From an optimization exercise on the open Yosys and OpenROAD flow, aimed at small area and a short achievable clock period; shortcuts taken in it are not production practice.
Power figures rest on the tool's default switching activity, not on a simulated workload.

## rs_alu
module rs_alu (
  input  logic                 clk,
  input  logic                 rst,
  input  logic                 disp_valid,
  input  logic [TAG_W-1:0]     disp_src_a,
  input  logic [TAG_W-1:0]     disp_src_b,
  input  logic [TAG_W-1:0]     disp_dest,
  input  logic                 disp_rdy_a,
  input  logic                 disp_rdy_b,
  input  logic [DATA_W-1:0]    disp_imm,
  input  logic                 disp_dest_valid,
  input  logic [OP_W-1:0]      disp_alu_op,
  input  logic [SPECTAG_W-1:0] disp_spectag,
  input  logic                 disp_specbit,
  input  logic [AGE_W-1:0]     disp_age,
  input  logic [DLY_W-1:0]     disp_delay,
  input  logic                 br_valid,
  input  logic                 br_success,
  input  logic [SPECTAG_W-1:0] br_tag,
  output logic                 full,
  output logic                 issue_valid,
  output logic [TAG_W-1:0]     issue_src_a,
  output logic [TAG_W-1:0]     issue_src_b,
  output logic [TAG_W-1:0]     issue_dest,
  output logic [DATA_W-1:0]    issue_imm,
  output logic                 issue_dest_valid,
  output logic [OP_W-1:0]      issue_alu_op,
  output logic [SPECTAG_W-1:0] issue_spectag,
  output logic                 issue_specbit
);
For scale: roughly 150 I/O pins.
==> module rs_alu, before the edit <==
module rs_alu (
  input  logic                 clk,
  input  logic                 rst,
  input  logic                 disp_valid,
  input  logic [TAG_W-1:0]     disp_src_a,
  input  logic [TAG_W-1:0]     disp_src_b,
  input  logic [TAG_W-1:0]     disp_dest,
  input  logic                 disp_rdy_a,
  input  logic                 disp_rdy_b,
  input  logic [DATA_W-1:0]    disp_imm,
  input  logic                 disp_dest_valid,
  input  logic [OP_W-1:0]      disp_alu_op,
  input  logic [SPECTAG_W-1:0] disp_spectag,
  input  logic                 disp_specbit,
  input  logic [AGE_W-1:0]     disp_age,
  input  logic [DLY_W-1:0]     disp_delay,
  input  logic                 br_valid,
  input  logic                 br_success,
  input  logic [SPECTAG_W-1:0] br_tag,
  output logic                 full,
  output logic                 issue_valid,
  output logic [TAG_W-1:0]     issue_src_a,
  output logic [TAG_W-1:0]     issue_src_b,
  output logic [TAG_W-1:0]     issue_dest,
  output logic [DATA_W-1:0]    issue_imm,
  output logic                 issue_dest_valid,
  output logic [OP_W-1:0]      issue_alu_op,
  output logic [SPECTAG_W-1:0] issue_spectag,
  output logic                 issue_specbit
);
  rs_pkg::rs_payload_t       disp_payload;
  logic [N_ENT*PL_W-1:0]     payloads;
  logic [N_ENT-1:0]          we;
  logic [N_ENT-1:0]          ready;
  logic [N_ENT-1:0]          busy;
  logic [N_ENT-1:0]          specbits;
  logic [N_ENT-1:0]          grant;
  logic                      any;
  logic [N_ENT*AGE_W-1:0]    ages;
  logic [TAG_W-1:0]          iss_dest;
  logic                      iss_dv;
  logic [DLY_W-1:0]          iss_dly;
  logic                      wk_valid;    
  logic                      wk_fast;     
  logic [DLY_W-1:0]          wk_load;
  always_comb
  begin
    disp_payload.src_a      = disp_src_a;
    disp_payload.src_b      = disp_src_b;
    disp_payload.imm        = disp_imm;
    disp_payload.dest       = disp_dest;
    disp_payload.dest_valid = disp_dest_valid;
    disp_payload.alu_op     = rs_pkg::alu_op_e'(disp_alu_op);
    disp_payload.spectag    = disp_spectag;
    disp_payload.age        = disp_age;
    disp_payload.delay      = disp_delay;
  end
  rs_alloc u_alloc (
    .disp_valid (disp_valid),
    .busy       (busy),
    .we         (we)
  );
  assign wk_load  = (iss_dly == '0) ? '0 : iss_dly - 1'b1;
  genvar g;
  generate
    for (g = 0; g < N_ENT; g++)
    begin : g_ent
      rs_entry u_ent (
        .clk        (clk),
        .rst        (rst),
        .we         (we[g]),
        .wr_payload (disp_payload),
        .wr_rdy_a   (disp_rdy_a),
        .wr_rdy_b   (disp_rdy_b),
        .wr_specbit (disp_specbit),
        .grant      (grant[g]),
        .ready      (ready[g]),
        .busy       (busy[g]),
        .busy_nx    (),
        .payload    (payloads[g*PL_W +: PL_W]),
        .specbit_o  (specbits[g]),
        .wk_valid   (wk_valid),
        .wk_tag     (iss_dest),
        .wk_fast    (wk_fast),
        .wk_load    (wk_load),
        .br_valid   (br_valid),
        .br_success (br_success),
        .br_tag     (br_tag)
      );
    end
  endgenerate
  always_comb
  begin
    for (int i = 0; i < N_ENT; i++)
    begin
      ages[i*AGE_W +: AGE_W] = payloads[i*PL_W+OFS_AGE +: AGE_W];
    end
  end
  rs_issue_select u_sel (
    .clk    (clk),
    .busy   (busy),
    .wr_age (disp_age),
    .ages   (ages),
    .ready  (ready),
    .grant  (grant),
    .any    (any)
  );
  assign full = &busy;
  always_ff @(posedge clk)
  begin
    if (!rst)
      issue_valid <= 1'b0;
    else
      issue_valid <= any;
  end
  logic [N_ENT-1:0] iss_sel;       
  logic [N_ENT-1:0] iss_sel_imm;   
  logic [PL_W-1:0]  p;
  logic             sb;
  logic             gv;
  logic             gf;
  always_comb
  begin
    p  = '0;
    sb = 1'b0;
    gv = 1'b0;
    gf = 1'b0;
    for (int i = 0; i < N_ENT; i++)
    begin
      p  = p  | ({PL_W{grant[i]}} & payloads[i*PL_W +: PL_W]);
      sb = sb | (grant[i] & specbits[i]);
      gv = gv | (grant[i] & payloads[i*PL_W+OFS_DV]);
      gf = gf | (grant[i] & payloads[i*PL_W+OFS_DV] & (payloads[i*PL_W+OFS_DLY +: DLY_W] == '0));
    end
  end
  always_ff @(posedge clk)
  begin
    iss_sel       <= grant;
    iss_sel_imm   <= rst ? grant : '0;
    iss_dest      <= p[OFS_DEST +: TAG_W];
    iss_dv        <= p[OFS_DV];
    iss_dly       <= p[OFS_DLY +: DLY_W];
    issue_specbit <= sb;
    wk_valid      <= rst && gv;
    wk_fast       <= rst && gf;
  end
  always_comb
  begin
    issue_src_a   = '0;
    issue_src_b   = '0;
    issue_imm     = '0;
    issue_alu_op  = '0;
    issue_spectag = '0;
    for (int i = 0; i < N_ENT; i++)
    begin
      issue_src_a   = issue_src_a   | ({TAG_W{iss_sel[i]}}     & payloads[i*PL_W+OFS_SRCA +: TAG_W]);
      issue_src_b   = issue_src_b   | ({TAG_W{iss_sel[i]}}     & payloads[i*PL_W+OFS_SRCB +: TAG_W]);
      issue_imm     = issue_imm     | ({DATA_W{iss_sel_imm[i]}} & payloads[i*PL_W+OFS_IMM +: DATA_W]);
      issue_alu_op  = issue_alu_op  | ({OP_W{iss_sel[i]}}      & payloads[i*PL_W+OFS_OP +: OP_W]);
      issue_spectag = issue_spectag | ({SPECTAG_W{iss_sel[i]}} & payloads[i*PL_W+OFS_STAG +: SPECTAG_W]);
    end
  end
  assign issue_dest       = iss_dest;
  assign issue_dest_valid = iss_dv;
endmodule
clock: 7.5 ns
lec_check: 0
cap_margin: 20
core_margin: 2
core_utilization: 60
cts_buf_list: sky130_fd_sc_hd__clkbuf_16
cts_cluster_diameter: 100
cts_cluster_size: 20
setup_slack_margin: 5.0
slew_margin: 20
tns_end_percent: 0
standard.sh (not shown) runs the stock make flow with config.mk's settings and CLKGATE_MAP_FILE= SYNTH_SCRIPT=/design/flow/synth_recipe.tcl, a recipe that flattens the netlist after the stock synthesis.
==> flow/flow/run.sh <==
#!/bin/bash
# Standard layout, with plain buffers on the ports and sizing not tied to cell footprints.
set -euo pipefail
bash standard.sh BUFFER_PORTS_ARGS="-buffer_cell sky130_fd_sc_hd__buf_2" MATCH_CELL_FOOTPRINT=0 finish > flow_make.log 2>&1
Change:
--- a/flow/design.v
+++ b/flow/design.v
@@ -247,8 +247,9 @@
   logic [N_ENT*PL_W-1:0]     payloads;
   logic [N_ENT-1:0]          we;
   logic [N_ENT-1:0]          ready;
   logic [N_ENT-1:0]          busy;
+  logic [N_ENT-1:0]          busy_nx;
   logic [N_ENT-1:0]          specbits;
   logic [N_ENT-1:0]          grant;
   logic                      any;
   logic [N_ENT*AGE_W-1:0]    ages;
@@ -290,13 +291,13 @@
         .wr_specbit (disp_specbit),
         .grant      (grant[g]),
         .ready      (ready[g]),
         .busy       (busy[g]),
-        .busy_nx    (),
+        .busy_nx    (busy_nx[g]),
         .payload    (payloads[g*PL_W +: PL_W]),
         .specbit_o  (specbits[g]),
         .wk_valid   (wk_valid),
-        .wk_tag     (iss_dest),
+        .wk_tag     (g < N_ENT/2 ? iss_dest : wk_tag),
         .wk_fast    (wk_fast),
         .wk_load    (wk_load),
         .br_valid   (br_valid),
         .br_success (br_success),
@@ -319,17 +320,24 @@
     .ready  (ready),
     .grant  (grant),
     .any    (any)
   );
-  assign full = &busy;
   always_ff @(posedge clk)
   begin
     if (!rst)
+    begin
       issue_valid <= 1'b0;
+      full        <= 1'b0;
+    end
     else
+    begin
       issue_valid <= any;
+      full        <= !any && (&busy_nx);
+    end
   end
   logic [N_ENT-1:0] iss_sel;       
+  logic [TAG_W-1:0] wk_tag;        
+  logic [TAG_W-1:0] dvd;
   logic [N_ENT-1:0] iss_sel_imm;   
   logic [PL_W-1:0]  p;
   logic             sb;
   logic             gv;
@@ -339,19 +347,22 @@
     p  = '0;
     sb = 1'b0;
     gv = 1'b0;
     gf = 1'b0;
+    dvd = '0;
     for (int i = 0; i < N_ENT; i++)
     begin
       p  = p  | ({PL_W{grant[i]}} & payloads[i*PL_W +: PL_W]);
       sb = sb | (grant[i] & specbits[i]);
       gv = gv | (grant[i] & payloads[i*PL_W+OFS_DV]);
+      dvd = dvd | ({TAG_W{grant[i] & payloads[i*PL_W+OFS_DV]}} & payloads[i*PL_W+OFS_DEST +: TAG_W]);
       gf = gf | (grant[i] & payloads[i*PL_W+OFS_DV] & (payloads[i*PL_W+OFS_DLY +: DLY_W] == '0));
     end
   end
   always_ff @(posedge clk)
   begin
     iss_sel       <= grant;
+    wk_tag        <= dvd;
     iss_sel_imm   <= rst ? grant : '0;
     iss_dest      <= p[OFS_DEST +: TAG_W];
     iss_dv        <= p[OFS_DV];
     iss_dly       <= p[OFS_DLY +: DLY_W];
The changed run finished with timing, DRC and antenna clean.
Total power increases by 1.1%.
Wire length decreases by 1.6%.
Setup slack improves by 0.040 ns.
Clock power increases by about 2%.
Count of clock-buffer cells in the layout decreases by 1.
Die area stays flat.
Non-clock buffer count decreases by 5.
Register-to-register slack improves by 0.13 ns.
First-iteration DRC count decreases by 1.3%.
Design area increases by 0.75%.
Sequential power increases by about 1%.
Function was not checked in any run of this note: the RTL went through the layout flow alone.

## static timing again, ports no longer ideal
The results above use ideal ports. As a check the final layouts listed here were re-extracted and re-timed, cells and wires unchanged.
Step 1: set_driving_cell puts a clkbuf_16 on clk and a buf_2 on each other input, an assumption about the parent block.
Step 2 adds t to the input delays and takes it off the output delays; t is the mean of the earliest and latest rising clock arrival at the registers after step 1. Input paths then give back, and output paths get back, about the clock's delay inside the block.
Slacks: no drivers / after step 1 / after step 2; pairs: no drivers / after step 1.
| run | t (ns) | setup WS [ns] | latest minus earliest clock arrival (ns) | pins driven straight from the clock port |
|---|---|---|---|---|
| the first run | 0.647 | 4.193 / 4.185 / 3.728 | 0.032 / 0.032 | 1 |
| the second run | 0.659 | 4.234 / 4.170 / 3.710 | 0.026 / 0.026 | 1 |
After both steps every run listed still meets setup and hold. For the second run, which loses most, drivers alone change the setup slack by -0.064 ns; drivers and shift together by -0.524 ns.
